From an optimization exercise on the open Yosys and OpenROAD flow, aimed at small area and a short achievable clock period; shortcuts taken in it are not production practice. Only simulation tests tie the RTL to the original design; equivalence was not proved.

==> flow/design.v <==
module muldiv_engine #(
    parameter int MULT_CYCLES = 5,
    parameter int DIV_CYCLES  = 10
) (
    input  logic        clk,
    input  logic        reset,
    input  logic        start,
    input  logic [2:0]  op,
    input  logic [31:0] d1,
    input  logic [31:0] d2,
    input  logic        flush,
    output logic        busy,
    output logic [31:0] hi,
    output logic [31:0] lo
);
    logic        busy_reg;
    logic [3:0]  cnt_reg;
    logic        is_div_reg, sgn_reg, sa_reg, bprev_reg;
    logic        dpre_reg, dstep_reg, last_reg, busy_out_reg;
    logic [31:0] a_reg, l_reg;
    logic [33:0] h_reg;
    logic [31:0] hi_reg, lo_reg;
    assign busy = busy_out_reg;
    assign hi   = hi_reg;
    assign lo   = lo_reg;
    wire accept = start && !flush && !busy_reg && (op != 3'd0) && (op != 3'd7);
    wire op_md  = (op == 3'd1) || (op == 3'd2) || (op == 3'd3) || (op == 3'd4);
    wire last     = last_reg;
    wire div_pre  = dpre_reg;
    wire div_step = dstep_reg;
    logic sb_reg;
    wire sb       = sb_reg;
    wire dz       = (a_reg == 32'd0);
    wire [34:0] m35  = {{3{sgn_reg & a_reg[31]}}, a_reg};
    wire [34:0] m35x2 = {m35[33:0], 1'b0};
    localparam int BLK = 6;
    function automatic logic [34:0] add35(input logic [34:0] x, input logic [34:0] y,
                                          input logic cin);
        logic [34:0] s;
        logic        c, s0, pre, cblk;
        c = cin; pre = 1'b1; cblk = 1'b0;
        for (int i = 0; i < 35; i++) begin
            if (i % BLK == 0 && i != 0) begin
                c = 1'b0; pre = 1'b1;
            end
            s0 = x[i] ^ y[i] ^ c;
            c  = (x[i] & y[i]) | (c & (x[i] ^ y[i]));
            s[i] = (i < BLK) ? s0 : (s0 ^ (cblk & pre));
            pre  = pre & s0;
            if (i % BLK == BLK - 1) cblk = (i < BLK) ? c : (c | (pre & cblk));
        end
        add35 = s;
    endfunction
    function automatic logic [31:0] cneg32(input logic [31:0] x, input logic neg);
        logic [31:0] s;
        logic        z;
        z = 1'b0;
        for (int i = 0; i < 32; i++) begin
            s[i] = x[i] ^ (neg & z);
            z    = z | x[i];
        end
        cneg32 = s;
    endfunction
    logic [34:0] t [0:3];
    logic [3:0]  qb;
    logic [7:0]  pbits;
    always_comb begin
        for (int j = 0; j < 4; j++) begin
            logic [34:0] x, y;
            logic        one, two, neg, b2, b1, b0, rs;
            if (j == 0) begin
                rs = h_reg[33];
                if (div_step) x = {h_reg[32], h_reg[32:0], l_reg[31]};
                else          x = {h_reg[33], h_reg};
            end else begin
                rs = t[j-1][34];
                if (div_step) x = {t[j-1][32], t[j-1][32:0], l_reg[31-j]};
                else          x = {t[j-1][34], t[j-1][34], t[j-1][34:2]};
            end
            b2 = l_reg[2*j+1];
            b1 = l_reg[2*j];
            b0 = (j == 0) ? bprev_reg : l_reg[2*j-1];
            if (is_div_reg) begin
                if (last) begin
                    one = rs; two = 1'b0; neg = rs & sb;          
                end else begin
                    one = 1'b1; two = 1'b0; neg = ~(rs ^ sb);     
                end
            end else if (last) begin
                one = bprev_reg & ~sgn_reg; two = 1'b0; neg = 1'b0;   
            end else begin
                one = b1 ^ b0;
                two = (b2 & ~b1 & ~b0) | (~b2 & b1 & b0);
                neg = b2;
            end
            y = (({35{one}} & m35) | ({35{two}} & m35x2)) ^ {35{neg}};
            t[j] = add35(x, y, neg);
            qb[3-j] = ~t[j][34];
            pbits[2*j+1 -: 2] = t[j][1:0];
        end
    end
    wire        neg_l  = div_pre ? (sgn_reg & l_reg[31]) : (is_div_reg & (sa_reg ^ sb));
    wire [31:0] l_neg  = cneg32(l_reg, neg_l);
    wire        neg_h  = is_div_reg & sa_reg;
    wire [31:0] h_res  = cneg32(t[0][31:0], neg_h);
    always_ff @(posedge clk) begin
        if (!busy_reg) begin
            a_reg      <= d2;
            l_reg      <= d1;
            h_reg      <= 34'd0;
            bprev_reg  <= 1'b0;
            sgn_reg    <= (op == 3'd1) || (op == 3'd3);
            sb_reg     <= ((op == 3'd1) || (op == 3'd3)) && d2[31];
            is_div_reg <= (op == 3'd3) || (op == 3'd4);
            if (op == 3'd1 || op == 3'd2) cnt_reg <= 4'd5;
            else                          cnt_reg <= 4'd10;
            dpre_reg   <= (op == 3'd3) || (op == 3'd4);
            dstep_reg  <= (op == 3'd3) || (op == 3'd4);
            last_reg   <= 1'b0;
        end else begin
            cnt_reg   <= cnt_reg - 4'd1;
            dpre_reg  <= 1'b0;
            dstep_reg <= is_div_reg && (cnt_reg != 4'd2);
            last_reg  <= (cnt_reg == 4'd2);
            if (div_pre) begin
                l_reg  <= l_neg;
                sa_reg <= sgn_reg & l_reg[31];
            end else if (!last) begin
                if (is_div_reg) begin
                    h_reg <= t[3][33:0];
                    l_reg <= {l_reg[27:0], qb};
                end else begin
                    h_reg     <= {t[3][34], t[3][34:2]};
                    l_reg     <= {pbits, l_reg[31:8]};
                    bprev_reg <= l_reg[7];
                end
            end
        end
        if (reset) begin
            busy_reg <= 1'b0;
            busy_out_reg <= 1'b0;
            hi_reg   <= 32'd0;
            lo_reg   <= 32'd0;
        end else if (!busy_reg) begin
            busy_reg <= accept && op_md;
            busy_out_reg <= start && !flush && op_md;
            if (accept && op == 3'd5) hi_reg <= d1;
            if (accept && op == 3'd6) lo_reg <= d1;
        end else if (last) begin
            busy_reg <= 1'b0;
            busy_out_reg <= 1'b0;
            if (!(is_div_reg && dz)) begin
                hi_reg <= h_res;
                lo_reg <= l_neg;
            end
        end
    end
endmodule
==> flow/config.mk <==
export PLATFORM = sky130hd
export DESIGN_NAME = muldiv_engine
export DESIGN_NICKNAME = muldiv_engine
export VERILOG_FILES = /design/flow/design.v
export SDC_FILE = /design/flow/constraint.sdc
export NUM_CORES = 4
export LEC_CHECK = 0
export ABC_AREA = 1
export CAP_MARGIN = 20
export CORE_MARGIN = 2
export CORE_UTILIZATION = 40
export CTS_BUF_LIST = sky130_fd_sc_hd__clkbuf_8
export SLEW_MARGIN = 20
==> flow/constraint.sdc <==
create_clock -name core_clock -period 130.0 [get_ports {clk}]
set_input_delay 26.0000 -clock core_clock [delete_from_list [all_inputs] [get_ports {clk}]]
set_output_delay 26.0000 -clock core_clock [all_outputs]
set_load 0.01 [all_outputs]
standard.sh (not shown) runs the stock make flow with config.mk's settings and CLKGATE_MAP_FILE= SYNTH_SCRIPT=/design/flow/synth_recipe.tcl, a recipe that flattens the netlist after the stock synthesis.
==> flow/flow/run.sh <==
#!/bin/bash
# Standard ORFS layout, with plain buf_1 cells as the port buffers, and the repair steps
# asked to leave setup slack to spare at the design's clock period.
set -euo pipefail
export BUFFER_PORTS_ARGS="-buffer_cell sky130_fd_sc_hd__buf_1"
export SETUP_SLACK_MARGIN=102.7
bash standard.sh finish > standard.log 2>&1
The baseline completed with no timing, DRC or antenna violations.
Next try:
--- a/flow/flow/run.sh
+++ b/flow/flow/run.sh
@@ -6 +6 @@
-export SETUP_SLACK_MARGIN=102.7
+export SETUP_SLACK_MARGIN=102.8
Settings changed: CORE_UTILIZATION 40 to 55, CTS_BUF_LIST sky130_fd_sc_hd__clkbuf_8 to default, TNS_END_PERCENT from default to 30.
Effect: The changed run went through all stages and came out clean. Wire length is lower by 0.58%. Core utilization is higher by 16 points.
Next try:
Settings changed: CORE_UTILIZATION 55 to 68, TNS_END_PERCENT 30 to default.
Result:
- non-clock buffer count falls by 4
- register-to-register slack got worse by 0.10 ns
- routed wire length falls by a few percent
- synthesized cell count stays the same
Next try:
Settings changed: CORE_UTILIZATION 68 to 40.
The new run ran to the end with no violations.
Clock skew barely changes.
Setup slack got worse by 0.070 ns.
Area after synthesis is unchanged.
Utilization shrinks by 30 points.
Count of clock-buffer cells in the layout is unchanged.
Next try:
--- a/flow/flow/run.sh
+++ b/flow/flow/run.sh
@@ -6 +6 @@
-export SETUP_SLACK_MARGIN=102.8
+export SETUP_SLACK_MARGIN=103.6
=> Cell area went up by 12%; worst setup slack improves by 0.11 ns; synthesized cell count does not change; sequential share of layout area falls by 1.9 points; die area stays the same; routed wire length went up by 11%; area after synthesis does not change; worst hold slack stays flat.
Next try:
--- a/flow/flow/run.sh
+++ b/flow/flow/run.sh
@@ -6 +6 @@
-export SETUP_SLACK_MARGIN=103.6
+export SETUP_SLACK_MARGIN=102.8
Settings changed: CTS_BUF_LIST from default to sky130_fd_sc_hd__clkbuf_8 sky130_fd_sc_hd__clkbuf_16.
Outcome: The new run completed with no timing, DRC or antenna violations. Worst setup slack is worse by 0.11 ns. Synthesized cell count does not change. Cell area drops by roughly a tenth. Count of clock-buffer cells in the layout does not change. Wire length decreases by roughly a tenth. Final cell count went down by a few percent. Global-route usage shrinks by 2.0 points.

Starts from the design.v that is shown in full above.
clock: 130.0 ns
lec_check: 0
abc_area: 1
cap_margin: 20
core_margin: 2
core_utilization: 40
cts_buf_list: sky130_fd_sc_hd__clkbuf_8
slew_margin: 20
==> flow/flow/run.sh <==
#!/bin/bash
# Standard ORFS layout, with plain buf_1 cells as the port buffers, and the repair steps
# asked to leave setup slack to spare at the design's clock period.
set -euo pipefail
export BUFFER_PORTS_ARGS="-buffer_cell sky130_fd_sc_hd__buf_1"
export SETUP_SLACK_MARGIN=102.8
bash standard.sh finish > standard.log 2>&1
Next try:
==> flow/flow/run.sh (replaced) <==
#!/bin/bash
# Standard ORFS layout, with plain buf_1 cells as the port buffers.
set -euo pipefail
export BUFFER_PORTS_ARGS="-buffer_cell sky130_fd_sc_hd__buf_1"
bash standard.sh finish > standard.log 2>&1
Settings changed: CTS_BUF_LIST sky130_fd_sc_hd__clkbuf_8 to unset.
Result:
- clock skew goes down by 0.010 ns
- clock-buffer cell count stays the same
- first-iteration DRC count came out higher by a little under a tenth
- flip-flop and latch count is unchanged
- area after synthesis does not change
- synthesized cell count stays the same
- worst setup slack degrades by 0.20 ns
Next try:
==> flow/flow/run.sh (replaced) <==
#!/bin/bash
# Standard ORFS layout, with plain buf_1 cells as the port buffers, and the repair steps
# asked to leave setup slack to spare at the design's clock period.
set -euo pipefail
export BUFFER_PORTS_ARGS="-buffer_cell sky130_fd_sc_hd__buf_1"
export SETUP_SLACK_MARGIN=103.2
bash standard.sh finish > standard.log 2>&1
After rerunning: Via count rises by about 3.4%; sequential share of layout area falls by 0.77 points; worst setup slack is better by 0.38 ns.
Next try:
--- a/flow/flow/run.sh
+++ b/flow/flow/run.sh
@@ -5,3 +5,3 @@
 export BUFFER_PORTS_ARGS="-buffer_cell sky130_fd_sc_hd__buf_1"
-export SETUP_SLACK_MARGIN=103.2
+export SETUP_SLACK_MARGIN=102.8
 bash standard.sh finish > standard.log 2>&1
Settings changed: CAP_MARGIN 20 to 0, CTS_BUF_LIST set to sky130_fd_sc_hd__clkbuf_8, CTS_CLUSTER_SIZE set to 40, SLEW_MARGIN 20 to 0.
First-iteration DRC count is lower by 16%.
Global-route usage is lower by 0.77 points.
Hold slack loses 0.014 ns.
Via count is lower by 3.0%.
Area after synthesis stays the same.
Cell area is lower by 6.0%.
Maximum frequency is lower by 0.61%.

re-timing with driven ports:
The flow's constraints put no driver on any port. The routed layouts listed below were extracted and timed again, unchanged, in two steps.
Step 1: set_driving_cell puts a clkbuf_16 on clk and a buf_2 on each other input, an assumption about the parent block.
Step 2 times the ports against the registers' clock, not the clock port: input delays grow and output delays shrink by t, the midpoint of the rising clock arrivals with the driver on.
Slacks: no drivers / after step 1 / after step 2; pairs: no drivers / after step 1.
run | t (ns) | setup slack, ns | hold slack, ns | worst setup path at the end | pins driven straight from the clock port
the first run of note 1 | 0.615 | 102.804 / 102.756 / 102.354 | 0.434 / 0.434 / 0.434 | input to register | 1
the second run of note 1 | 0.514 | 102.972 / 102.916 / 102.566 | 0.433 / 0.433 / 0.433 | input to register | 1
the third run of note 1 | 0.504 | 102.963 / 102.922 / 102.491 | 0.443 / 0.443 / 0.443 | input to register | 1
the fourth run of note 1 | 0.548 | 102.893 / 102.840 / 102.514 | 0.431 / 0.431 / 0.431 | input to register | 1
the fifth run of note 1 | 0.552 | 103.007 / 102.952 / 102.564 | 0.433 / 0.433 / 0.433 | input to register | 1
the sixth run of note 1 | 0.548 | 102.893 / 102.840 / 102.514 | 0.431 / 0.431 / 0.431 | input to register | 1
the first run of note 2 | 0.615 | 102.832 / 102.784 / 102.351 | 0.435 / 0.435 / 0.435 | input to register | 1
the second run of note 2 | 0.544 | 102.631 / 102.656 / 102.112 | 0.431 / 0.431 / 0.431 | input to register | 1
the third run of note 2 | 0.542 | 103.014 / 102.960 / 102.675 | 0.448 / 0.448 / 0.448 | input to register | 1
the fourth run of note 2 | 0.612 | 102.848 / 102.800 / 102.354 | 0.435 / 0.435 / 0.435 | input to register | 1
After both steps setup and hold are still met in every run listed. The setup slack of the second run of note 2, which loses most, moves by +0.025 ns with the drivers and by -0.519 ns with both steps.
